Context: an optimization exercise on an open-source flow, tuned for a short achievable clock period and few clock cycles. The choices shown serve that exercise and are no tape-out recipe.
In this exercise RTL edits were held to simulation tests only and were not proved equivalent to the original.
No activity file was given, so power comes from the tool's default toggle rates.

--- config.mk ---
export PLATFORM = sky130hd
export DESIGN_NAME = mips_multi
export DESIGN_NICKNAME = mips_multi
export VERILOG_FILES = /design/flow/design.v
export SDC_FILE = /design/flow/constraint.sdc
export NUM_CORES = 4
export LEC_CHECK = 0
export ABC_CLOCK_PERIOD_IN_PS = 3500
export CAP_MARGIN = 20
export CORE_MARGIN = 2
export CORE_UTILIZATION = 40
export SETUP_SLACK_MARGIN = 4.4
export SLEW_MARGIN = 20
--- constraint.sdc ---
create_clock -name core_clock -period 8.0 [get_ports {clk}]
set_input_delay 1.6000 -clock core_clock [delete_from_list [all_inputs] [get_ports {clk}]]
set_output_delay 1.6000 -clock core_clock [all_outputs]
set_load 0.01 [all_outputs]
--- design.v ---
module mips_multi #(
  parameter int unsigned ADDR_W   = 32,
  parameter logic [31:0] RESET_PC = 32'h0000_0000
) (
  input  logic              clk,
  input  logic              rst,
  output logic              mem_req,
  output logic              mem_we,
  output logic [ADDR_W-1:0] mem_addr,
  output logic [31:0]       mem_wdata,
  input  logic [31:0]       mem_rdata,
  input  logic              mem_ready,
  output logic              halted,
  output logic [31:0]       retired
);
  localparam bit IC_EN = 1'b1;               
  localparam int IC_IW = 6;                  
  localparam int IC_N  = 1 << IC_IW;
  localparam int IC_TW = 30 - IC_IW;         
  logic [31:0] r_regs [32];
  logic        f_need;      
  logic        f_pend;      
  logic [31:0] r_fpc;
  logic        x_valid;
  logic        x_halt;
  logic        x_wr;        
  logic [4:0]  x_rd;        
  logic [4:0]  x_rs;        
  logic [4:0]  x_rt;
  logic [4:0]  x_rd_ld;     
  logic        x_mem;       
  logic        x_ld;
  logic        x_sw;
  logic        x_link;      
  logic        x_sub;
  logic        x_and;
  logic        x_or;
  logic        x_slt;
  logic [31:0] x_a;
  logic [31:0] x_b;
  logic [31:0] x_op2;       
  logic [31:0] x_imm;
  logic [31:0] x_pc;        
  logic [31:0] x_pc4;
  logic [31:0] x_pc8;
  logic [31:0] x_npc;       
  logic        x_nseq;      
  logic        m_valid;
  logic        m_we;
  logic [4:0]  m_rt;        
  logic [31:0] m_addr;
  logic [31:0] m_wdata;
  logic              ic_v   [IC_N];
  logic [IC_TW-1:0]  ic_tag [IC_N];
  logic [31:0]       ic_dat [IC_N];
  logic              fl_v;
  logic [31:0]       fl_a;
  logic [31:0]       fl_d;
  logic              pb_v;
  logic [31:0]       pb_a;
  logic [31:0]       pb_d;
  logic        r_halted;
  logic [31:0] r_retired;
  logic [31:0] w_sum;
  logic        w_lt;
  logic [31:0] w_res;
  assign w_sum = x_a + x_op2 + {31'd0, x_sub};
  assign w_lt  = (x_a[31] != x_b[31]) ? x_a[31] : w_sum[31];
  always_comb begin
    if (x_link)      w_res = x_pc4;
    else if (x_and)  w_res = x_a & x_b;
    else if (x_or)   w_res = x_a | x_b;
    else if (x_slt)  w_res = {31'd0, w_lt};
    else             w_res = w_sum;
  end
  logic w_use_m;      
  logic w_dep;        
  logic w_x_run;      
  logic w_x_go;       
  logic w_use_f;      
  logic w_pb_try;     
  logic [31:0] w_fa;  
  assign w_use_m  = m_valid && !f_pend;
  assign w_dep    = m_valid && (m_rt != 5'd0) &&
                    ((m_rt == x_rs) || (m_rt == x_rt) || (m_rt == x_rd));
  assign w_x_run  = x_valid && !x_halt && !w_dep;
  assign w_x_go   = w_x_run && (!m_valid || (!f_pend && (!x_mem || mem_ready)));
  assign w_use_f  = f_pend || (!m_valid && (f_need || w_x_go));
  assign w_pb_try = pb_v && w_use_m && w_x_go && (pb_a == x_pc4);
  assign w_fa     = x_valid ? x_npc : r_fpc;
  always_comb begin
    mem_req   = 1'b0;
    mem_we    = w_use_m && m_we;
    mem_addr  = w_use_m ? m_addr[ADDR_W-1:0] : w_fa[ADDR_W-1:0];
    mem_wdata = m_wdata;
    if (!rst) mem_req = w_use_m || w_use_f;
  end
  logic w_m_done;
  logic w_f_done;
  logic w_m_ld;
  assign w_m_done = w_use_m && mem_ready;
  assign w_f_done = w_use_f && mem_ready;
  assign w_m_ld   = w_m_done && !m_we && (m_rt != 5'd0);
  assign halted  = r_halted || (x_valid && x_halt && !m_valid);
  assign retired = r_retired;
  logic [31:0] w_ir;
  logic [5:0]  w_op;
  logic [5:0]  w_fn;
  logic [4:0]  w_rs;
  logic [4:0]  w_rt;
  logic [4:0]  w_rdf;
  logic [31:0] w_simm;
  logic        w_is_r, w_r_alu;
  logic        w_is_jr, w_is_jmp, w_is_beq;
  logic [31:0] w_rs_val;
  logic [31:0] w_rt_val;
  assign w_ir   = (IC_EN && w_use_m) ? pb_d : mem_rdata;
  assign w_op   = w_ir[31:26];
  assign w_fn   = w_ir[5:0];
  assign w_rs   = w_ir[25:21];
  assign w_rt   = w_ir[20:16];
  assign w_rdf  = w_ir[15:11];
  assign w_simm = {{16{w_ir[15]}}, w_ir[15:0]};
  assign w_is_r = (w_op == 6'h00);
  assign w_r_alu = w_is_r && ((w_fn == 6'h20) || (w_fn == 6'h22) || (w_fn == 6'h24) ||
                              (w_fn == 6'h25) || (w_fn == 6'h2A));
  assign w_is_jr  = w_is_r && (w_fn == 6'h08);
  assign w_is_jmp = (w_op == 6'h02) || (w_op == 6'h03);
  assign w_is_beq = (w_op == 6'h04);
  logic w_xw;
  assign w_xw = w_x_run && x_wr;
  assign w_rs_val = (w_rs == 5'd0) ? 32'd0 :
                    (w_xw && (x_rd == w_rs)) ? w_res :
                    (w_m_ld && (m_rt == w_rs)) ? mem_rdata : r_regs[w_rs];
  assign w_rt_val = (w_rt == 5'd0) ? 32'd0 :
                    (w_xw && (x_rd == w_rt)) ? w_res :
                    (w_m_ld && (m_rt == w_rt)) ? mem_rdata : r_regs[w_rt];
  logic [31:0] w_fa4, w_bt, w_jt, w_npc;
  logic        w_eq, w_nseq;
  assign w_fa4  = w_fa + 32'd4;
  assign w_bt   = w_fa4 + {w_simm[29:0], 2'b00};
  assign w_jt   = {w_fa4[31:28], w_ir[25:0], 2'b00};
  assign w_eq   = (w_rs_val == w_rt_val);
  always_comb begin
    if (w_is_jr)                 w_npc = w_rs_val;
    else if (w_is_jmp)           w_npc = w_jt;
    else if (w_is_beq && w_eq)   w_npc = w_bt;
    else                         w_npc = w_fa4;
  end
  assign w_nseq = w_is_jr || w_is_jmp || (w_is_beq && w_eq);
  logic [4:0] w_dst;
  logic       w_wr;
  logic       w_use_rs, w_use_rt;
  always_comb begin
    w_dst = 5'd0;
    if (w_r_alu)            w_dst = w_rdf;
    else if (w_op == 6'h08) w_dst = w_rt;
    else if (w_op == 6'h03) w_dst = 5'd31;
    w_wr = (w_dst != 5'd0);
    w_use_rs = (w_is_r && (w_r_alu || w_is_jr)) || (w_op == 6'h08) ||
               (w_op == 6'h23) || (w_op == 6'h2B) || w_is_beq;
    w_use_rt = w_r_alu || (w_op == 6'h2B) || w_is_beq;
  end
  logic w_fsub;
  assign w_fsub = w_is_r && ((w_fn == 6'h22) || (w_fn == 6'h2A));
  always_ff @(posedge clk) begin
    if (rst) begin
      for (int i = 0; i < 32; i++) r_regs[i] <= 32'd0;
    end else begin
      for (int i = 1; i < 32; i++) begin
        if (w_m_ld && (m_rt == 5'(i)))      r_regs[i] <= mem_rdata;
        else if (w_xw && (x_rd == 5'(i)))   r_regs[i] <= w_res;
      end
    end
  end
  logic [IC_IW-1:0] w_lk_i;
  logic             w_lk_hit;
  assign w_lk_i   = x_pc8[IC_IW+1:2];
  assign w_lk_hit = ic_v[w_lk_i] && (ic_tag[w_lk_i] == x_pc8[31:IC_IW+2]);
  always_ff @(posedge clk) begin
    if (rst) begin
      for (int i = 0; i < IC_N; i++) ic_v[i] <= 1'b0;
      fl_v <= 1'b0;
      pb_v <= 1'b0;
    end else begin
      fl_v <= w_f_done;
      if (fl_v) ic_v[fl_a[IC_IW+1:2]] <= 1'b1;
      pb_v <= IC_EN && w_x_go && x_mem && w_lk_hit;
    end
  end
  always_ff @(posedge clk) begin
    fl_a <= w_fa;
    fl_d <= mem_rdata;
    if (fl_v) begin
      ic_tag[fl_a[IC_IW+1:2]] <= fl_a[31:IC_IW+2];
      ic_dat[fl_a[IC_IW+1:2]] <= fl_d;
    end
    pb_a <= x_pc8;
    pb_d <= ic_dat[w_lk_i];
  end
  logic w_f_load;    
  assign w_f_load = w_use_f || w_pb_try;
  always_ff @(posedge clk) begin
    if (rst) begin
      f_need    <= 1'b1;
      f_pend    <= 1'b0;
      r_fpc     <= RESET_PC;
      x_valid   <= 1'b0;
      x_halt    <= 1'b0;
      x_wr      <= 1'b0;
      x_rd      <= 5'd0;
      x_rs      <= 5'd0;
      x_rt      <= 5'd0;
      x_rd_ld   <= 5'd0;
      x_mem     <= 1'b0;
      x_ld      <= 1'b0;
      x_sw      <= 1'b0;
      x_link    <= 1'b0;
      x_sub     <= 1'b0;
      x_and     <= 1'b0;
      x_or      <= 1'b0;
      x_slt     <= 1'b0;
      x_a       <= 32'd0;
      x_b       <= 32'd0;
      x_op2     <= 32'd0;
      x_imm     <= 32'd0;
      x_pc      <= 32'd0;
      x_pc4     <= 32'd0;
      x_pc8     <= 32'd0;
      x_npc     <= 32'd0;
      x_nseq    <= 1'b0;
      m_valid   <= 1'b0;
      m_we      <= 1'b0;
      m_rt      <= 5'd0;
      m_addr    <= 32'd0;
      m_wdata   <= 32'd0;
      r_halted  <= 1'b0;
      r_retired <= 32'd0;
    end else begin
      f_pend <= w_use_f && !mem_ready;
      if (w_m_done) begin
        m_valid <= 1'b0;
        if (x_valid && w_dep) begin
          x_valid <= 1'b0;
          r_fpc   <= x_pc;
          f_need  <= 1'b1;
        end
      end
      if (w_x_go) begin
        r_retired <= r_retired + 32'd1;
        x_valid   <= 1'b0;
        r_fpc     <= x_npc;
        f_need    <= 1'b1;
        if (x_mem) begin
          m_valid <= 1'b1;
          m_we    <= x_sw;
          m_rt    <= x_ld ? x_rd_ld : 5'd0;
          m_addr  <= x_a + x_imm;
          m_wdata <= x_b;
        end
      end
      if (x_valid && x_halt && !m_valid) r_halted <= 1'b1;
      if (w_f_load) begin
        x_valid  <= w_use_f ? mem_ready : !x_nseq;
        if (w_use_f ? mem_ready : !x_nseq) f_need <= 1'b0;
        x_halt   <= (w_op == 6'h3F);
        x_wr     <= w_wr;
        x_rd     <= w_dst;
        x_rs     <= w_use_rs ? w_rs : 5'd0;
        x_rt     <= w_use_rt ? w_rt : 5'd0;
        x_rd_ld  <= w_rt;
        x_mem    <= (w_op == 6'h23) || (w_op == 6'h2B);
        x_ld     <= (w_op == 6'h23);
        x_sw     <= (w_op == 6'h2B);
        x_link   <= (w_op == 6'h03);
        x_sub    <= w_fsub;
        x_and    <= w_is_r && (w_fn == 6'h24);
        x_or     <= w_is_r && (w_fn == 6'h25);
        x_slt    <= w_is_r && (w_fn == 6'h2A);
        x_a      <= w_rs_val;
        x_b      <= w_rt_val;
        x_op2    <= !w_is_r ? w_simm : (w_fsub ? ~w_rt_val : w_rt_val);
        x_imm    <= w_simm;
        x_pc     <= w_fa;
        x_pc4    <= w_fa4;
        x_pc8    <= w_fa4 + 32'd4;
        x_npc    <= w_npc;
        x_nseq   <= w_nseq;
      end
    end
  end
endmodule
--- run.sh ---
#!/bin/bash
# synth_recipe.tcl (not shown) runs the flow's synth.tcl, then flattens the netlist and writes it again
# the make line also repeats each setting of config.mk as NAME=value (left out here)
make -C /OpenROAD-flow-scripts/flow DESIGN_CONFIG=/design/flow/config.mk WORK_HOME=/design/flow/orfs CLKGATE_MAP_FILE= SYNTH_SCRIPT=/design/flow/synth_recipe.tcl finish
==> reports/metrics.cfg, run 1 <==
[die]
die_y_um=747
rows=272
io-pin-count=134
dieWidth_um=747
initial_core_util=0.402

[clock_network]
ctsRootBufferMaster=clkbuf_16
clockBufferDepth=4
cts_made_buffers=560
htreeDepth=6
cts_num_sinks=5179

[synthesis]
yosys.cell_types.count=105
synthFlopType=edfxtp_1
avgSynthCellArea_um2=13.8
synth_cells=16000
netlist_area_mm2=0.221
synth_edf_count=3584
syn_nets=16100
ys_ff_latch=5179
yosysWarnings=2
seq_area_frac_synth=0.633
async_flop_share=0

[status]
tool.error=[ERROR GRT-0232] Routing congestion too high. Check the congestion heatmap in the GUI.
status=did not finish
lastStage=global routing (5_1_grt)

[place]
place_congestion=1.10
io_buffers=133
dp_hpwl_um=709000

[global_route]
grt_usage=0.421
grt_max_degree=190
overflow=1

==> Yosys cell counts (19+ instances only) <==
cell       count  area, µm²
xor2_1       117       1020
dfxtp_1     1595      31900
nand2_1     1507       5660
a222oi_1      40        400
a31oi_1       35        219
or3_1         51        319
a22o_1       114        998
a211oi_1     115        863
a32oi_1       22        193
a21oi_1     1336       6690
nand4_1      100        626
a221oi_1     146       1280
nor2b_1       22        138
xnor2_1      174       1520
nand2b_1      32        200
buf_2        130        651
o21a_1        25        188
a22oi_1     1410      10600
a221o_1       19        190
buf_4         20        150
edfxtp_1    3584     108000
and2_1        21        131
nor2_1      1159       4350
nor3_2        25        250
o2bb2ai_1     30        263
buf_1        193        724
o211ai_1      84        631
and3_1        43        269
nor3_1       167        836
mux2i_1      126       1260
o221ai_1      48        420
a2111oi_0    156       1370
or4_1         19        143
inv_1        104        390
o22ai_1      113        707
clkbuf_1    1010       3790
nor4_1        54        338
mux4_2      1182      26600
ha_1          96       1200
nand3_1      173        866
a21o_1        50        375
o21ai_0      192        961
mux2_2        35        394
==> timing repair <==
action,in CTS
pin swaps,431
hold buffers,0
cloned,75
endpoints found under the setup margin,1670
setup buffers,693
resized for setup,1702
==> worst max-delay path by stage <==
stage                  start   endpoint  slack, ns  cells past startpoint
4_1_cts               f_pend  x_npc[28]       2.36                     24
3_5_place_dp   mem_rdata[22]  x_npc[28]       0.28                     20
3_3_place_gp   mem_rdata[17]  x_npc[28]      -0.34                     21
2_1_floorplan   mem_rdata[0]  x_npc[30]       2.47                     21
==> layer usage <==
metal  global-route usage  overflow
met1                0.514         1
met2                0.563         0
met3                0.215         0
met4                0.299         0
met5               0.0624         0
==> per-stage QoR <==
step                      setup WS (ns)  setup TNS [ns]  cells  utilization  instance area, µm²
after floorplan                    2.47               0  16000            -              223000
after detailed placement          0.280               0  22900        0.432              237000
after CTS                          2.36               0  24700        0.492              270000
after global placement           -0.336           -5.99  22900        0.431              237000
==> power by group through the flow <==
stage          Clock [mW]  Combinational (mW)  Sequential (mW)
2_1_floorplan           0                3.41             29.6
3_3_place_gp            0                5.49             29.9
3_5_place_dp            0                5.49             29.9
4_1_cts              26.4                6.53             29.3
==> logic make-up after synthesis <==
kind of cell | after synthesis | share of synthesized area
simple gates | 3448 | 0.0670
xor+xnor | 291 | 0.0116
compound gates | 4118 | 0.127
mux | 1353 | 0.129
buf+inv | 1474 | 0.0269
flops | 5179 | 0.633
fa+ha+maj | 100 | 0.00581
Testbench counts, summed over its fixed seeds: cycles 52,681.
==> run 2: changes to the inputs <==
--- a/design.v
+++ b/design.v
@@ -13,10 +13,25 @@
   output logic              halted,
   output logic [31:0]       retired
 );
-  localparam bit IC_EN = 1'b1;               
+  localparam logic IC_EN = 1'b1;             
   localparam int IC_IW = 6;                  
   localparam int IC_N  = 1 << IC_IW;
   localparam int IC_TW = 30 - IC_IW;         
+  function automatic logic [31:0] fadd(input logic [31:0] a, input logic [31:0] b,
+                                       input logic cin);
+    logic [31:0] p0, g, p;
+    p0 = a ^ b;
+    g  = a & b;
+    g[0] = g[0] | (p0[0] & cin);
+    p  = p0;
+    for (int k = 0; k < 5; k++) begin
+      for (int i = 31; i >= (1 << k); i--) begin
+        g[i] = g[i] | (p[i] & g[i - (1 << k)]);
+        p[i] = p[i] & p[i - (1 << k)];
+      end
+    end
+    fadd = p0 ^ {g[30:0], cin};
+  endfunction
   logic [31:0] r_regs [32];
   logic        f_need;      
   logic        f_pend;      
@@ -64,7 +79,7 @@
   logic [31:0] w_sum;
   logic        w_lt;
   logic [31:0] w_res;
-  assign w_sum = x_a + x_op2 + {31'd0, x_sub};
+  assign w_sum = fadd(x_a, x_op2, x_sub);
   assign w_lt  = (x_a[31] != x_b[31]) ? x_a[31] : w_sum[31];
   always_comb begin
     if (x_link)      w_res = x_pc4;
@@ -88,12 +103,13 @@
   assign w_use_f  = f_pend || (!m_valid && (f_need || w_x_go));
   assign w_pb_try = pb_v && w_use_m && w_x_go && (pb_a == x_pc4);
   assign w_fa     = x_valid ? x_npc : r_fpc;
+  logic o_req, o_selm, o_selx, o_we, o_halted;
   always_comb begin
     mem_req   = 1'b0;
-    mem_we    = w_use_m && m_we;
-    mem_addr  = w_use_m ? m_addr[ADDR_W-1:0] : w_fa[ADDR_W-1:0];
+    mem_we    = o_we;
+    mem_addr  = o_selm ? m_addr[ADDR_W-1:0] : (o_selx ? x_npc[ADDR_W-1:0] : r_fpc[ADDR_W-1:0]);
     mem_wdata = m_wdata;
-    if (!rst) mem_req = w_use_m || w_use_f;
+    if (!rst) mem_req = o_req;
   end
   logic w_m_done;
   logic w_f_done;
@@ -101,7 +117,7 @@
   assign w_m_done = w_use_m && mem_ready;
   assign w_f_done = w_use_f && mem_ready;
   assign w_m_ld   = w_m_done && !m_we && (m_rt != 5'd0);
-  assign halted  = r_halted || (x_valid && x_halt && !m_valid);
+  assign halted  = o_halted;
   assign retired = r_retired;
   logic [31:0] w_ir;
   logic [5:0]  w_op;
@@ -137,8 +153,8 @@
                     (w_m_ld && (m_rt == w_rt)) ? mem_rdata : r_regs[w_rt];
   logic [31:0] w_fa4, w_bt, w_jt, w_npc;
   logic        w_eq, w_nseq;
-  assign w_fa4  = w_fa + 32'd4;
-  assign w_bt   = w_fa4 + {w_simm[29:0], 2'b00};
+  assign w_fa4  = fadd(w_fa, 32'd4, 1'b0);
+  assign w_bt   = fadd(w_fa4, {w_simm[29:0], 2'b00}, 1'b0);
   assign w_jt   = {w_fa4[31:28], w_ir[25:0], 2'b00};
   assign w_eq   = (w_rs_val == w_rt_val);
   always_comb begin
@@ -200,6 +216,51 @@
   end
   logic w_f_load;    
   assign w_f_load = w_use_f || w_pb_try;
+  logic n_f_pend, n_m_valid, n_m_we, n_x_valid, n_f_need, n_x_halt, n_halted;
+  always_comb begin
+    n_f_pend  = w_use_f && !mem_ready;
+    n_m_valid = m_valid;
+    n_m_we    = m_we;
+    n_x_valid = x_valid;
+    n_f_need  = f_need;
+    n_x_halt  = x_halt;
+    if (w_m_done) begin
+      n_m_valid = 1'b0;
+      if (x_valid && w_dep) begin
+        n_x_valid = 1'b0;
+        n_f_need  = 1'b1;
+      end
+    end
+    if (w_x_go) begin
+      n_x_valid = 1'b0;
+      n_f_need  = 1'b1;
+      if (x_mem) begin
+        n_m_valid = 1'b1;
+        n_m_we    = x_sw;
+      end
+    end
+    if (w_f_load) begin
+      n_x_valid = w_use_f ? mem_ready : !x_nseq;
+      if (w_use_f ? mem_ready : !x_nseq) n_f_need = 1'b0;
+      n_x_halt  = (w_op == 6'h3F);
+    end
+    n_halted = r_halted || (x_valid && x_halt && !m_valid);
+  end
+  always_ff @(posedge clk) begin
+    if (rst) begin
+      o_req    <= 1'b1;
+      o_selm   <= 1'b0;
+      o_selx   <= 1'b0;
+      o_we     <= 1'b0;
+      o_halted <= 1'b0;
+    end else begin
+      o_req    <= n_m_valid || n_f_pend || n_f_need || (n_x_valid && !n_x_halt);
+      o_selm   <= n_m_valid && !n_f_pend;
+      o_selx   <= n_x_valid && !(n_m_valid && !n_f_pend);
+      o_we     <= n_m_valid && !n_f_pend && n_m_we;
+      o_halted <= n_halted || (n_x_valid && n_x_halt && !n_m_valid);
+    end
+  end
   always_ff @(posedge clk) begin
     if (rst) begin
       f_need    <= 1'b1;
@@ -255,7 +316,7 @@
           m_valid <= 1'b1;
           m_we    <= x_sw;
           m_rt    <= x_ld ? x_rd_ld : 5'd0;
-          m_addr  <= x_a + x_imm;
+          m_addr  <= fadd(x_a, x_imm, 1'b0);
           m_wdata <= x_b;
         end
       end
@@ -283,7 +344,7 @@
         x_imm    <= w_simm;
         x_pc     <= w_fa;
         x_pc4    <= w_fa4;
-        x_pc8    <= w_fa4 + 32'd4;
+        x_pc8    <= fadd(w_fa4, 32'd4, 1'b0);
         x_npc    <= w_npc;
         x_nseq   <= w_nseq;
       end
--- a/config.mk
+++ b/config.mk
@@ -8,6 +8,8 @@
 export ABC_CLOCK_PERIOD_IN_PS = 3500
 export CAP_MARGIN = 20
 export CORE_MARGIN = 2
-export CORE_UTILIZATION = 40
+export CORE_UTILIZATION = 35
+export GPL_ROUTABILITY_DRIVEN = 1
 export SETUP_SLACK_MARGIN = 4.4
 export SLEW_MARGIN = 20
+export TNS_END_PERCENT = 20
==> run 2 against run 1 <==
- the flow again stops in global routing (5_1_grt)
- synthesized area rose by 0.80%
- synthesized cell count rose by 1.4%
==> reports/metrics.cfg, run 2 <==
[synthesis]
synthFlopType=edfxtp_1
synth_cells=16200
synth_top_area_share=0.484
synth_most_common_cell=edfxtp_1
async_flop_share=0
seq_area_frac_synth=0.628
yosys-top-cells-area=edfxtp_1 (48%), dfxtp_1 (14%), mux4_2 (12%)
yosys.cell_types.count=112
synth.largest_area_cell=edfxtp_1
syn_nets=16300
synth_edf_count=3584
netlist_area_mm2=0.222
synth_commonest_cells=edfxtp_1 (3584), dfxtp_1 (1600), nand2_1 (1528)
ys_ff_latch=5184
avgSynthCellArea_um2=13.7
yosysWarnings=2

[place]
dp_hpwl_um=743000
place_area_mm2=0.240
place_congestion=1.09
io_buffers=133

[global_route]
grt_max_degree=178
overflow=7
grt_usage=0.380

[clock_network]
cts_num_sinks=5184
ctsRootBufferMaster=clkbuf_16
clockBufferDepth=4
htreeDepth=6
cts_made_buffers=563

[die]
die_y_um=801
initial_core_util=0.352
dieWidth_um=801
rows=292
io-pin-count=134

[status]
tool.error=[ERROR GRT-0232] Routing congestion too high. Check the congestion heatmap in the GUI.
lastStage=global routing (5_1_grt)
status=did not finish

==> run 2: changes by cell type after synthesis, sizes merged, moves of 33 or more <==
cell    delta
a211oi    +65
a22oi     -62
a21oi     -78
nand3     +50
o211ai    -33
mux2i     +50
==> run 2: how the worst max path moves through the flow <==
stage	startpoint	endpoint	slack (ns)
global placement	mem_rdata[21]	x_npc[2]	-0.90
detailed placement	mem_rdata[22]	x_npc[22]	0.23
floorplan	mem_rdata[20]	x_npc[21]	2.32
CTS	f_pend	x_npc[15]	2.27
==> run 2: power by group through the flow <==
stage                     Combinational [mW]  Sequential (mW)  Clock (mW)
after CTS                               8.99             30.2        26.5
after global placement                  8.09             30.7           0
after floorplan                         5.04             30.2           0
after detailed placement                8.10             30.7           0
==> run 2: cells by family after synthesis <==
group,count (synthesis),synth area share
flip-flops,5184,0.628
AO/OA/AOI/OAI,4130,0.127
AND/OR/NAND/NOR,3580,0.0690
buffers and inverters,1481,0.0268
multiplexers,1422,0.131
XOR/XNOR,295,0.0116
adder cells (fa/ha/maj),100,0.00576
==> run 2: timing repair <==
action / in CTS
resized for setup: 1247
setup buffers: 519
pin swaps: 280
cloned: 73
hold buffers: 0
setup endpoints to repair: 1962
==> run 2: layer usage <==
| layer | GRT overflow | GRT usage |
|---|---|---|
| met5 | 7 | 0.0219 |
| met4 | 0 | 0.281 |
| met3 | 0 | 0.170 |
| met1 | 0 | 0.453 |
| met2 | 0 | 0.537 |
==> run 2: through the flow <==
stage          setup WS (ns)  setup TNS (ns)  std cells  utilization  hold slack [ns]
2_1_floorplan           2.32               0      16200            -            0.329
3_3_place_gp          -0.904          -22.16      24300        0.378            0.365
3_5_place_dp           0.229               0      24300        0.379            0.370
4_1_cts                 2.27               0      25900        0.427            0.378
Testbench counts of run 2, summed over its fixed seeds: cycles 52,681.
==> run 3: changes to the inputs <==
--- a/design.v
+++ b/design.v
@@ -13,7 +13,7 @@
   output logic              halted,
   output logic [31:0]       retired
 );
-  localparam logic IC_EN = 1'b1;             
+  localparam logic IC_EN = 1'b0;             
   localparam int IC_IW = 6;                  
   localparam int IC_N  = 1 << IC_IW;
   localparam int IC_TW = 30 - IC_IW;         
@@ -145,12 +145,19 @@
   assign w_is_beq = (w_op == 6'h04);
   logic w_xw;
   assign w_xw = w_x_run && x_wr;
-  assign w_rs_val = (w_rs == 5'd0) ? 32'd0 :
-                    (w_xw && (x_rd == w_rs)) ? w_res :
-                    (w_m_ld && (m_rt == w_rs)) ? mem_rdata : r_regs[w_rs];
-  assign w_rt_val = (w_rt == 5'd0) ? 32'd0 :
-                    (w_xw && (x_rd == w_rt)) ? w_res :
-                    (w_m_ld && (m_rt == w_rt)) ? mem_rdata : r_regs[w_rt];
+  logic [31:0] w_rs_rf, w_rt_rf;
+  always_comb begin
+    w_rs_rf = 32'd0;
+    w_rt_rf = 32'd0;
+    for (int i = 1; i < 32; i++) begin
+      w_rs_rf = w_rs_rf | ({32{w_rs == 5'(i)}} & r_regs[i]);
+      w_rt_rf = w_rt_rf | ({32{w_rt == 5'(i)}} & r_regs[i]);
+    end
+  end
+  assign w_rs_val = (w_xw && (x_rd == w_rs)) ? w_res :
+                    (w_m_ld && (m_rt == w_rs)) ? mem_rdata : w_rs_rf;
+  assign w_rt_val = (w_xw && (x_rd == w_rt)) ? w_res :
+                    (w_m_ld && (m_rt == w_rt)) ? mem_rdata : w_rt_rf;
   logic [31:0] w_fa4, w_bt, w_jt, w_npc;
   logic        w_eq, w_nseq;
   assign w_fa4  = fadd(w_fa, 32'd4, 1'b0);
==> config.mk (replaced) <==
export PLATFORM = sky130hd
export DESIGN_NAME = mips_multi
export DESIGN_NICKNAME = mips_multi
export VERILOG_FILES = /design/flow/design.v
export SDC_FILE = /design/flow/constraint.sdc
export NUM_CORES = 4
export LEC_CHECK = 0
export CAP_MARGIN = 20
export CORE_MARGIN = 2
export CORE_UTILIZATION = 40
export SETUP_SLACK_MARGIN = 4.4
export SLEW_MARGIN = 20
==> run 3 against run 2 <==
- the flow again stops in global routing (5_1_grt)
- synthesized area fell by 65%
- synthesized cell count fell by 37%
==> reports/metrics.cfg, run 3 <==
[die]
rows=161
initial_core_util=0.402
die_y_um=443
dieWidth_um=443
io-pin-count=134

[status]
status=did not finish
lastStage=global routing (5_1_grt)
tool.error=[ERROR GRT-0232] Routing congestion too high. Check the congestion heatmap in the GUI.

[global_route]
grt_usage=0.641
overflow=2
grt_max_degree=178

[synthesis]
avgSynthCellArea_um2=7.61
yosys-top-cells-area=dfxtp_1 (36%), a22oi_1 (15%), a21oi_1 (7.7%)
netlist_area_mm2=0.0772
synth_top_area_share=0.356
synthFlopType=dfxtp_1
synth_cells=10100
yosysWarnings=2
syn_nets=10300
async_flop_share=0
synth_edf_count=0
synth.largest_area_cell=dfxtp_1
yosys.cell_types.count=93
seq_area_frac_synth=0.356
synth_most_common_cell=a22oi_1
synth_commonest_cells=a22oi_1 (1493), nand2_1 (1425), dfxtp_1 (1372)
ys_ff_latch=1372

[place]
dp_hpwl_um=404000
dp_slack_ns=0.535
io_buffers=133
place_congestion=1.12

[clock_network]
clockBufferDepth=3
hold_buffers=0
htreeDepth=4
cts_made_buffers=165
cts_num_sinks=1372
ctsRootBufferMaster=clkbuf_16

==> run 3: cells by family after synthesis <==
family | synth area share
AO/OA/AOI/OAI | 0.318
XOR/XNOR | 0.0249
buffers and inverters | 0.0558
flip-flops | 0.356
adder cells (fa/ha/maj) | 0.0163
multiplexers | 0.0221
AND/OR/NAND/NOR | 0.207
==> run 3: per-layer routing <==
layer | GRT usage | GRT overflow
met2 | 0.811 | 0
met1 | 0.680 | 0
met3 | 0.436 | 0
met5 | 0.159 | 0
met4 | 0.613 | 2
==> run 3: timing repair <==
action	4_1_cts
resized for setup	966
hold endpoints to repair	0
pin swaps	276
buffers inserted	553
cloned	43
endpoints found under the setup margin	1268
==> run 3: worst max-delay path by stage <==
stage                      to  depth (start not counted)
detailed placement  x_npc[28]                         16
global placement    x_npc[28]                         18
floorplan           x_npc[28]                         18
CTS                 x_npc[28]                         18
==> run 3: through the flow <==
stage / hold WS (ns) / utilization / total power, mW / area [µm²] / std cells
after floorplan: 0.428 / - / 8.36 / 79800 / 10100
after global placement: 0.437 / 0.440 / 9.26 / 84600 / 12300
after detailed placement: 0.444 / 0.441 / 9.27 / 84700 / 12300
after CTS: 0.452 / 0.523 / 17.7 / 100000 / 13200
==> run 3: power groups by stage <==
stage	clock network (mW)	logic, mW	registers [mW]
CTS	8.13	2.48	7.08
detailed placement	0	2.05	7.22
global placement	0	2.04	7.22
floorplan	0	1.20	7.15
Testbench counts of run 3, summed over its fixed seeds: cycles 58,692.
==> run 4: changes to the inputs <==
--- a/design.v
+++ b/design.v
@@ -13,7 +13,7 @@
   output logic              halted,
   output logic [31:0]       retired
 );
-  localparam logic IC_EN = 1'b0;             
+  localparam logic IC_EN = 1'b1;             
   localparam int IC_IW = 6;                  
   localparam int IC_N  = 1 << IC_IW;
   localparam int IC_TW = 30 - IC_IW;         
@@ -36,6 +36,10 @@
   logic        f_need;      
   logic        f_pend;      
   logic [31:0] r_fpc;
+  logic [31:0] r_fpc4;      
+  logic        r_sq;        
+  logic [31:0] r_fix;       
+  logic [31:0] r_fix4;
   logic        x_valid;
   logic        x_halt;
   logic        x_wr;        
@@ -58,7 +62,11 @@
   logic [31:0] x_pc;        
   logic [31:0] x_pc4;
   logic [31:0] x_pc8;
-  logic [31:0] x_npc;       
+  logic [31:0] x_nb;        
+  logic [31:0] x_nb4;       
+  logic [31:0] x_bt;        
+  logic        x_takeb;     
+  logic        x_beq;
   logic        x_nseq;      
   logic        m_valid;
   logic        m_we;
@@ -74,6 +82,7 @@
   logic              pb_v;
   logic [31:0]       pb_a;
   logic [31:0]       pb_d;
+  logic        r_irsel;     
   logic        r_halted;
   logic [31:0] r_retired;
   logic [31:0] w_sum;
@@ -102,12 +111,22 @@
   assign w_x_go   = w_x_run && (!m_valid || (!f_pend && (!x_mem || mem_ready)));
   assign w_use_f  = f_pend || (!m_valid && (f_need || w_x_go));
   assign w_pb_try = pb_v && w_use_m && w_x_go && (pb_a == x_pc4);
-  assign w_fa     = x_valid ? x_npc : r_fpc;
-  logic o_req, o_selm, o_selx, o_we, o_halted;
+  logic        w_xeq, w_mis;
+  logic [31:0] w_cnpc, w_cnpc4;
+  assign w_xeq   = (x_a == x_b);
+  assign w_mis   = x_beq && (w_xeq != x_takeb);
+  assign w_cnpc  = w_xeq ? x_bt : x_pc4;
+  assign w_cnpc4 = w_xeq ? fadd(x_bt, 32'd4, 1'b0) : x_pc8;
+  logic [31:0] w_xnpc, w_xnpc4;
+  assign w_xnpc   = x_takeb ? x_bt : x_nb;
+  assign w_xnpc4  = x_takeb ? fadd(x_bt, 32'd4, 1'b0) : x_nb4;
+  assign w_fa     = x_valid ? w_xnpc : r_fpc;
+  logic o_req, o_selm, o_selt, o_seln, o_self, o_we, o_halted;
   always_comb begin
     mem_req   = 1'b0;
     mem_we    = o_we;
-    mem_addr  = o_selm ? m_addr[ADDR_W-1:0] : (o_selx ? x_npc[ADDR_W-1:0] : r_fpc[ADDR_W-1:0]);
+    mem_addr  = ({ADDR_W{o_selm}} & m_addr[ADDR_W-1:0]) | ({ADDR_W{o_selt}} & x_bt[ADDR_W-1:0]) |
+                ({ADDR_W{o_seln}} & x_nb[ADDR_W-1:0]) | ({ADDR_W{o_self}} & r_fpc[ADDR_W-1:0]);
     mem_wdata = m_wdata;
     if (!rst) mem_req = o_req;
   end
@@ -130,7 +149,7 @@
   logic        w_is_jr, w_is_jmp, w_is_beq;
   logic [31:0] w_rs_val;
   logic [31:0] w_rt_val;
-  assign w_ir   = (IC_EN && w_use_m) ? pb_d : mem_rdata;
+  assign w_ir   = r_irsel ? pb_d : mem_rdata;
   assign w_op   = w_ir[31:26];
   assign w_fn   = w_ir[5:0];
   assign w_rs   = w_ir[25:21];
@@ -158,19 +177,26 @@
                     (w_m_ld && (m_rt == w_rs)) ? mem_rdata : w_rs_rf;
   assign w_rt_val = (w_xw && (x_rd == w_rt)) ? w_res :
                     (w_m_ld && (m_rt == w_rt)) ? mem_rdata : w_rt_rf;
-  logic [31:0] w_fa4, w_bt, w_jt, w_npc;
-  logic        w_eq, w_nseq;
-  assign w_fa4  = fadd(w_fa, 32'd4, 1'b0);
+  logic [31:0] w_fa4, w_fa8, w_bt, w_jt, w_nb, w_nb4;
+  logic        w_takeb, w_nseq;
+  assign w_fa4  = x_valid ? w_xnpc4 : r_fpc4;
+  assign w_fa8  = fadd(w_fa4, 32'd4, 1'b0);
   assign w_bt   = fadd(w_fa4, {w_simm[29:0], 2'b00}, 1'b0);
   assign w_jt   = {w_fa4[31:28], w_ir[25:0], 2'b00};
-  assign w_eq   = (w_rs_val == w_rt_val);
   always_comb begin
-    if (w_is_jr)                 w_npc = w_rs_val;
-    else if (w_is_jmp)           w_npc = w_jt;
-    else if (w_is_beq && w_eq)   w_npc = w_bt;
-    else                         w_npc = w_fa4;
+    if (w_is_jr) begin
+      w_nb  = w_rs_val;
+      w_nb4 = fadd(w_rs_val, 32'd4, 1'b0);
+    end else if (w_is_jmp) begin
+      w_nb  = w_jt;
+      w_nb4 = fadd(w_jt, 32'd4, 1'b0);
+    end else begin
+      w_nb  = w_fa4;
+      w_nb4 = w_fa8;
+    end
   end
-  assign w_nseq = w_is_jr || w_is_jmp || (w_is_beq && w_eq);
+  assign w_takeb = w_is_beq && (w_ir[15] || (w_rs == w_rt));
+  assign w_nseq  = w_is_jr || w_is_jmp || w_takeb;
   logic [4:0] w_dst;
   logic       w_wr;
   logic       w_use_rs, w_use_rt;
@@ -205,10 +231,12 @@
       for (int i = 0; i < IC_N; i++) ic_v[i] <= 1'b0;
       fl_v <= 1'b0;
       pb_v <= 1'b0;
+      r_irsel <= 1'b0;
     end else begin
       fl_v <= w_f_done;
       if (fl_v) ic_v[fl_a[IC_IW+1:2]] <= 1'b1;
       pb_v <= IC_EN && w_x_go && x_mem && w_lk_hit;
+      r_irsel <= IC_EN && w_x_go && x_mem && w_lk_hit && n_m_valid && !n_f_pend;
     end
   end
   always_ff @(posedge clk) begin
@@ -222,8 +250,12 @@
     pb_d <= ic_dat[w_lk_i];
   end
   logic w_f_load;    
+  logic w_sq;        
+  logic w_f_ok;      
   assign w_f_load = w_use_f || w_pb_try;
-  logic n_f_pend, n_m_valid, n_m_we, n_x_valid, n_f_need, n_x_halt, n_halted;
+  assign w_sq     = (w_x_go && w_mis) || (f_pend && r_sq);
+  assign w_f_ok   = (w_use_f ? mem_ready : !x_nseq) && !w_sq;
+  logic n_f_pend, n_m_valid, n_m_we, n_x_valid, n_f_need, n_x_halt, n_halted, n_takeb;
   always_comb begin
     n_f_pend  = w_use_f && !mem_ready;
     n_m_valid = m_valid;
@@ -231,6 +263,7 @@
     n_x_valid = x_valid;
     n_f_need  = f_need;
     n_x_halt  = x_halt;
+    n_takeb   = x_takeb;
     if (w_m_done) begin
       n_m_valid = 1'b0;
       if (x_valid && w_dep) begin
@@ -247,9 +280,10 @@
       end
     end
     if (w_f_load) begin
-      n_x_valid = w_use_f ? mem_ready : !x_nseq;
-      if (w_use_f ? mem_ready : !x_nseq) n_f_need = 1'b0;
+      n_x_valid = w_f_ok;
+      if (w_f_ok) n_f_need = 1'b0;
       n_x_halt  = (w_op == 6'h3F);
+      n_takeb   = w_takeb;
     end
     n_halted = r_halted || (x_valid && x_halt && !m_valid);
   end
@@ -257,13 +291,17 @@
     if (rst) begin
       o_req    <= 1'b1;
       o_selm   <= 1'b0;
-      o_selx   <= 1'b0;
+      o_selt   <= 1'b0;
+      o_seln   <= 1'b0;
+      o_self   <= 1'b1;
       o_we     <= 1'b0;
       o_halted <= 1'b0;
     end else begin
       o_req    <= n_m_valid || n_f_pend || n_f_need || (n_x_valid && !n_x_halt);
       o_selm   <= n_m_valid && !n_f_pend;
-      o_selx   <= n_x_valid && !(n_m_valid && !n_f_pend);
+      o_selt   <= n_x_valid && !(n_m_valid && !n_f_pend) && n_takeb;
+      o_seln   <= n_x_valid && !(n_m_valid && !n_f_pend) && !n_takeb;
+      o_self   <= !n_x_valid && !(n_m_valid && !n_f_pend);
       o_we     <= n_m_valid && !n_f_pend && n_m_we;
       o_halted <= n_halted || (n_x_valid && n_x_halt && !n_m_valid);
     end
@@ -273,6 +311,7 @@
       f_need    <= 1'b1;
       f_pend    <= 1'b0;
       r_fpc     <= RESET_PC;
+      r_fpc4    <= RESET_PC + 32'd4;
       x_valid   <= 1'b0;
       x_halt    <= 1'b0;
       x_wr      <= 1'b0;
@@ -295,7 +334,14 @@
       x_pc      <= 32'd0;
       x_pc4     <= 32'd0;
       x_pc8     <= 32'd0;
-      x_npc     <= 32'd0;
+      x_nb      <= 32'd0;
+      x_nb4     <= 32'd0;
+      x_bt      <= 32'd0;
+      x_takeb   <= 1'b0;
+      x_beq     <= 1'b0;
+      r_sq      <= 1'b0;
+      r_fix     <= 32'd0;
+      r_fix4    <= 32'd0;
       x_nseq    <= 1'b0;
       m_valid   <= 1'b0;
       m_we      <= 1'b0;
@@ -311,14 +357,29 @@
         if (x_valid && w_dep) begin
           x_valid <= 1'b0;
           r_fpc   <= x_pc;
+          r_fpc4  <= x_pc4;
           f_need  <= 1'b1;
         end
       end
       if (w_x_go) begin
         r_retired <= r_retired + 32'd1;
         x_valid   <= 1'b0;
-        r_fpc     <= x_npc;
         f_need    <= 1'b1;
+        if (w_use_f && !mem_ready) begin
+          r_fpc   <= w_xnpc;
+          r_fpc4  <= w_xnpc4;
+          if (w_mis) begin
+            r_sq   <= 1'b1;
+            r_fix  <= w_cnpc;
+            r_fix4 <= w_cnpc4;
+          end
+        end else if (w_mis) begin
+          r_fpc   <= w_cnpc;
+          r_fpc4  <= w_cnpc4;
+        end else begin
+          r_fpc   <= w_xnpc;
+          r_fpc4  <= w_xnpc4;
+        end
         if (x_mem) begin
           m_valid <= 1'b1;
           m_we    <= x_sw;
@@ -328,9 +389,15 @@
         end
       end
       if (x_valid && x_halt && !m_valid) r_halted <= 1'b1;
+      if (f_pend && r_sq && mem_ready) begin
+        r_sq   <= 1'b0;
+        r_fpc  <= r_fix;
+        r_fpc4 <= r_fix4;
+      end
       if (w_f_load) begin
-        x_valid  <= w_use_f ? mem_ready : !x_nseq;
-        if (w_use_f ? mem_ready : !x_nseq) f_need <= 1'b0;
+        x_valid  <= w_f_ok;
+        if (w_f_ok) f_need <= 1'b0;
+        x_beq    <= w_is_beq;
         x_halt   <= (w_op == 6'h3F);
         x_wr     <= w_wr;
         x_rd     <= w_dst;
@@ -351,8 +418,11 @@
         x_imm    <= w_simm;
         x_pc     <= w_fa;
         x_pc4    <= w_fa4;
-        x_pc8    <= fadd(w_fa4, 32'd4, 1'b0);
-        x_npc    <= w_npc;
+        x_pc8    <= w_fa8;
+        x_nb     <= w_nb;
+        x_nb4    <= w_nb4;
+        x_bt     <= w_bt;
+        x_takeb  <= w_takeb;
         x_nseq   <= w_nseq;
       end
     end
--- a/config.mk
+++ b/config.mk
@@ -7,6 +7,6 @@
 export LEC_CHECK = 0
 export CAP_MARGIN = 20
 export CORE_MARGIN = 2
-export CORE_UTILIZATION = 40
+export CORE_UTILIZATION = 30
 export SETUP_SLACK_MARGIN = 4.4
 export SLEW_MARGIN = 20
==> run 4 against run 3 <==
- synthesized area increased to 3.0 times the previous value
- the run again fails in global routing (5_1_grt)
- synthesized cell count rose by 69%
==> reports/metrics.cfg, run 4 <==
[global_route]
grt_usage=0.311
grt_max_degree=184
overflow=7

[status]
status=did not finish
lastStage=global routing (5_1_grt)
tool.error=[ERROR GRT-0232] Routing congestion too high. Check the congestion heatmap in the GUI.

[place]
dp_hpwl_um=692000
io_buffers=133
place_congestion=1.10

[clock_network]
cts_num_sinks=5347
ctsRootBufferMaster=clkbuf_16
hold_buffers=0
clockBufferDepth=4
htreeDepth=6
cts_made_buffers=560

[synthesis]
synth_commonest_cells=edfxtp_1 (3584), dfxtp_1 (1763), nand2_1 (1579)
synth_edf_count=3584
yosys.area_share.simple=0.0719
yosysWarnings=2
synth_most_common_cell=edfxtp_1
synth_cells=17100
synth_fa_ha_area_frac=0.00915
synth_mux_area_frac=0.123
netlist_area_mm2=0.230
async_flop_share=0
ys_ff_latch=5347
synth-xor-area-share=0.0116
avgSynthCellArea_um2=13.4
seq_area_frac_synth=0.621
syn_nets=17300
yosys.cell_types.count=119
synthFlopType=edfxtp_1
synth_top_area_share=0.468
synth.largest_area_cell=edfxtp_1
synth_top_family_by_area=compound AO/OA/AOI/OAI gates
synth_compound_area_frac=0.134
yosys-top-cells-area=edfxtp_1 (47%), dfxtp_1 (15%), mux4_2 (12%)

[die]
initial_core_util=0.301
rows=321
dieWidth_um=880
io-pin-count=134
die_y_um=880

==> run 4: cell types whose count changed after synthesis, sizes merged, moves of 127 or more <==
| cell | before | now |
|---|---|---|
| a21oi | 1181 | 1356 |
| clkbuf | 951 | 1186 |
| nor2 | 872 | 1273 |
| a22o | 37 | 199 |
| a221oi | 56 | 236 |
| buf | 116 | 324 |
| mux4 | 1 | 1192 |
| edfxtp | 0 | 3584 |
| dfxtp | 1372 | 1763 |
| and3 | 329 | 41 |
| nand2 | 1425 | 1583 |
| a22oi | 1493 | 1361 |
| o21ai | 186 | 313 |
==> run 4: through the flow <==
stage	instance area (µm²)	setup WS (ns)	instances	hold WS (ns)	power [mW]
CTS	284000	3.59	28600	0.448	66.1
detailed placement	248000	0.371	26700	0.426	38.6
global placement	248000	0.345	26700	0.415	38.5
floorplan	233000	3.19	17100	0.329	35.7
==> run 4: power by group through the flow <==
stage / Combinational, mW / Sequential [mW] / Clock (mW)
after CTS: 8.25 / 31.0 / 26.8
after detailed placement: 6.91 / 31.7 / 0
after global placement: 6.89 / 31.6 / 0
after floorplan: 4.61 / 31.1 / 0
==> run 4: how the worst min path moves through the flow <==
stage | endpoint | slack (ns) | depth (start not counted)
after floorplan | pb_a[0] | 0.33 | 0
after global placement | pb_a[13] | 0.42 | 0
after detailed placement | pb_a[13] | 0.43 | 0
after CTS | pb_a[13] | 0.45 | 0
==> run 4: logic make-up after synthesis <==
group / Yosys count
flip-flops: 5347
AO/OA/AOI/OAI: 4515
AND/OR/NAND/NOR: 3791
buffers and inverters: 1677
multiplexers: 1340
XOR/XNOR: 305
adder cells (fa/ha/maj): 166
==> run 4: what timing repair did <==
item / in CTS
gates cloned: 94
pin swaps: 572
gates resized for setup: 1814
endpoints found under the setup margin: 1887
setup buffers: 828
==> run 4: per-layer routing <==
metal / GRT usage / GRT overflow
met5: 0.0743 / 0
met4: 0.221 / 2
met3: 0.171 / 3
met2: 0.420 / 2
met1: 0.365 / 0
Testbench counts of run 4, summed over its fixed seeds: cycles 53,905.
==> run 5: changes to the inputs <==
--- a/design.v
+++ b/design.v
@@ -67,6 +67,7 @@
   logic [31:0] x_bt;        
   logic        x_takeb;     
   logic        x_beq;
+  logic        x_jr;
   logic        x_nseq;      
   logic        m_valid;
   logic        m_we;
@@ -119,7 +120,8 @@
   assign w_cnpc4 = w_xeq ? fadd(x_bt, 32'd4, 1'b0) : x_pc8;
   logic [31:0] w_xnpc, w_xnpc4;
   assign w_xnpc   = x_takeb ? x_bt : x_nb;
-  assign w_xnpc4  = x_takeb ? fadd(x_bt, 32'd4, 1'b0) : x_nb4;
+  assign w_xnpc4  = x_takeb ? fadd(x_bt, 32'd4, 1'b0) :
+                    x_jr    ? fadd(x_nb, 32'd4, 1'b0) : x_nb4;
   assign w_fa     = x_valid ? w_xnpc : r_fpc;
   logic o_req, o_selm, o_selt, o_seln, o_self, o_we, o_halted;
   always_comb begin
@@ -186,7 +188,7 @@
   always_comb begin
     if (w_is_jr) begin
       w_nb  = w_rs_val;
-      w_nb4 = fadd(w_rs_val, 32'd4, 1'b0);
+      w_nb4 = w_fa8;            
     end else if (w_is_jmp) begin
       w_nb  = w_jt;
       w_nb4 = fadd(w_jt, 32'd4, 1'b0);
@@ -339,6 +341,7 @@
       x_bt      <= 32'd0;
       x_takeb   <= 1'b0;
       x_beq     <= 1'b0;
+      x_jr      <= 1'b0;
       r_sq      <= 1'b0;
       r_fix     <= 32'd0;
       r_fix4    <= 32'd0;
@@ -398,6 +401,7 @@
         x_valid  <= w_f_ok;
         if (w_f_ok) f_need <= 1'b0;
         x_beq    <= w_is_beq;
+        x_jr     <= w_is_jr;
         x_halt   <= (w_op == 6'h3F);
         x_wr     <= w_wr;
         x_rd     <= w_dst;
--- a/config.mk
+++ b/config.mk
@@ -6,7 +6,11 @@
 export NUM_CORES = 4
 export LEC_CHECK = 0
 export CAP_MARGIN = 20
+export CELL_PAD_IN_SITES_DETAIL_PLACEMENT = 1
+export CELL_PAD_IN_SITES_GLOBAL_PLACEMENT = 1
 export CORE_MARGIN = 2
 export CORE_UTILIZATION = 30
+export PLACE_DENSITY = 0.45
 export SETUP_SLACK_MARGIN = 4.4
 export SLEW_MARGIN = 20
+export TNS_END_PERCENT = 30
==> run 5 against run 4 <==
- now fails the layout checks on slew limit
- synthesized area up 0.36%
- synthesized cell count increased by 0.82%
==> reports/metrics.cfg, run 5 <==
[drt]
drtAntennaViolNets=0
highest_layer=met5
totalWireLength_um=1400000
wl_per_cell_um=47.5
drc=0
dr_wl_met2_um=589000
vias=189000
dr_wl_met3_um=144000
first_pass_iters=9
met1_length_um=560000
drt_iter0_markers=28500
viasPerCell=6.42

[clock_network]
clkLatencyLatePin_ns=1.20
cts_made_buffers=637
ctsRootBufferMaster=clkbuf_16
cts_num_sinks=5350
clockBufferDepth=4
htreeDepth=6
cts_tree=yes
hold_buffers=0
clkTransAtPathRegs_ns=0.06

[status]
check.faults=slew limit
status=complete, but fails checks

[timing]
fmax_mhz=228
setup_violations=0
slew_violations=53
slew_headroom=-0.0238
skew_ns=0.0778
hold_ws_ns=0.373
grt_setup_unrepaired=true
setup_slack_ns=3.62
tns_ns=0
period_needed_ns=4.38
post-route-period-util=0.547
tightest_slew_ns=1.54
hold_viol_final=0

[finish]
syn2layout_area_growth_pct=29.0
final_common_cell=edfxtp_1
largest_reg_flops=2048
layout_common_cells=edfxtp_1 (3584), dfxtp_1 (1592), a22oi_1 (1334)
drive_above_1_share=0.323
layout.nets=18800

[synthesis]
avgSynthCellArea_um2=13.4
yosys.cell_types.count=104
syn_nets=17500
async_flop_share=0
synth_top_area_share=0.466
synth.largest_area_cell=edfxtp_1
synth_edf_count=3584
yosys-top-cells-area=edfxtp_1 (47%), dfxtp_1 (15%), mux4_2 (12%)
netlist_area_mm2=0.231
seq_area_frac_synth=0.619
synth_most_common_cell=edfxtp_1
yosysWarnings=2
synth_commonest_cells=edfxtp_1 (3584), dfxtp_1 (1766), nand2_1 (1560)
synth_cells=17300
ys_ff_latch=5350
synthFlopType=edfxtp_1

[worst_setup_path]
path_max_fanout=11
worst-setup-path-type=reg -> reg
required_ns=9.08
critPathArrivalTime_ns=5.46
crit_path_end_kind=flip-flop
cp-start-kind=flip-flop

[die]
die_y_um=882
die-area_mm2=0.777
io-pin-count=134
dieWidth_um=882
core-area_mm2=0.768
initial_core_util=0.301
rows=322

[power]
p_sw_frac=0.289
p_seq_frac=0.434
peakVddDrop_mv=0.240
internal-power_mw=51.5
p_clk_frac=0.402
p_per_area_mw_per_mm2=243
combPwrFrac=0.165
power.leakage_nw=97.6
switchingPower_mw=20.9

[global_route]
antenna_found_initial=154
grt_pass1_wl_um=1790000
grt_usage=0.342
grt_max_degree=206
overflow=0
grt_pass1_vias=179000

[job]
drv_cap=0

[min_path]
hold_class=reg -> reg

[place]
place_congestion=0.981
io_buffers=133
dp_hpwl_um=806000
dp_slack_ns=0.754

## run 5: metrics by stage
stage                     utilization  area [µm²]  std cells  total power [mW]
after floorplan                     -      234000      17300              36.7
after global placement          0.325      249000      26800              41.2
after detailed placement        0.325      250000      26800              41.2
after CTS                       0.376      289000      28900              71.9
after global routing            0.388      298000      29400              74.1
final                           0.388      298000      29400              72.4
## run 5: cell families after synthesis
kind of cell / count (synthesis) / synth area share
flip-flops: 5350 / 0.619
buffers and inverters: 1764 / 0.0294
AO/OA/AOI/OAI: 4591 / 0.136
XOR/XNOR: 262 / 0.00993
AND/OR/NAND/NOR: 3800 / 0.0733
multiplexers: 1348 / 0.123
adder cells (fa/ha/maj): 166 / 0.00912
## run 5: cell type report
class | count | area, µm²
fillers | 77900 | 470000
flip-flops and latches | 5350 | 143000
multi-input cells | 10200 | 92700
repair buffers | 2256 | 27900
clock buffers | 898 | 17900
well taps | 10200 | 12800
clock inverters | 267 | 2430
inverters | 174 | 703
diodes | 102 | 255
## run 5: critical path: stages (launching register included)
cell	delay (ns)
dfxtp_4	0.35
buf_12	0.15
buf_12	0.17
buf_12	0.13
buf_8	0.12
or3b_4	0.45
buf_12	0.17
a221oi_4	0.35
buf_8	0.23
buf_6	0.29
a221oi_2	0.10
nand4_1	0.23
nor3_4	0.10
nor3_4	0.85
a21o_1	0.26
a221oi_2	0.10
a21oi_1	0.18
## run 5: power groups by stage
stage,sequential [mW],combinational (mW),clock (mW)
floorplan,31.3,5.46,0
global route,31.5,12.2,30.5
finish,31.4,11.9,29.1
detailed placement,32.0,9.21,0
CTS,31.4,11.0,29.5
global placement,32.0,9.21,0
## run 5: metal layers
metal	up-vias	global-route usage
met5	-	0.00111
met4	58	0.196
met3	3835	0.0957
met2	12500	0.500
met1	101000	0.456
li1	71000	-
## run 5: final timing paths
path | slack (ns) | cells past startpoint | endpoint | from
worst min register to register | 0.37 | 0 | pb_a[16] | x_pc8[16]
worst max register to register | 3.62 | 16 | x_nb[11] | r_irsel
worst max-delay path | 3.62 | 16 | x_nb[11] | r_irsel
worst min-delay path | 0.37 | 0 | pb_a[16] | x_pc8[16]
## run 5: what timing repair did
item,4_1_cts,5_1_grt
pin swaps,590,580
resized for setup,1933,1124
endpoints found under the setup margin,2127,2070
cloned,117,45
buffers inserted,801,348
Testbench counts of run 5, summed over its fixed seeds: cycles 53,905.

re-timing with driven ports:
The flow's constraints put no driver on any port. The routed layout listed below was extracted and timed again, unchanged, in two steps. Step 1 (the two cells are an assumption about what drives the block):
set clk [get_ports {clk}]
set_driving_cell -lib_cell sky130_fd_sc_hd__clkbuf_16 $clk
set_driving_cell -lib_cell sky130_fd_sc_hd__buf_2 [delete_from_list [all_inputs] $clk]
Step 2 moves the port delays by t, midway between the first and last clock arrival at a register: inputs arrive t later, outputs are due t later. That takes back most of the time a late clock gives input paths. Three values: ideal, step 1, step 2; two values: the first two.
run: run 5
t, ns: 1.291
setup WS [ns]: 3.621 / 3.621 / 2.450
hold slack, ns: 0.373 / 0.373 / 0.373
latest minus earliest clock arrival (ns): 0.091 / 0.090
For run 5, drivers alone change the setup slack by 0.000 ns; drivers and shift together by -1.171 ns.
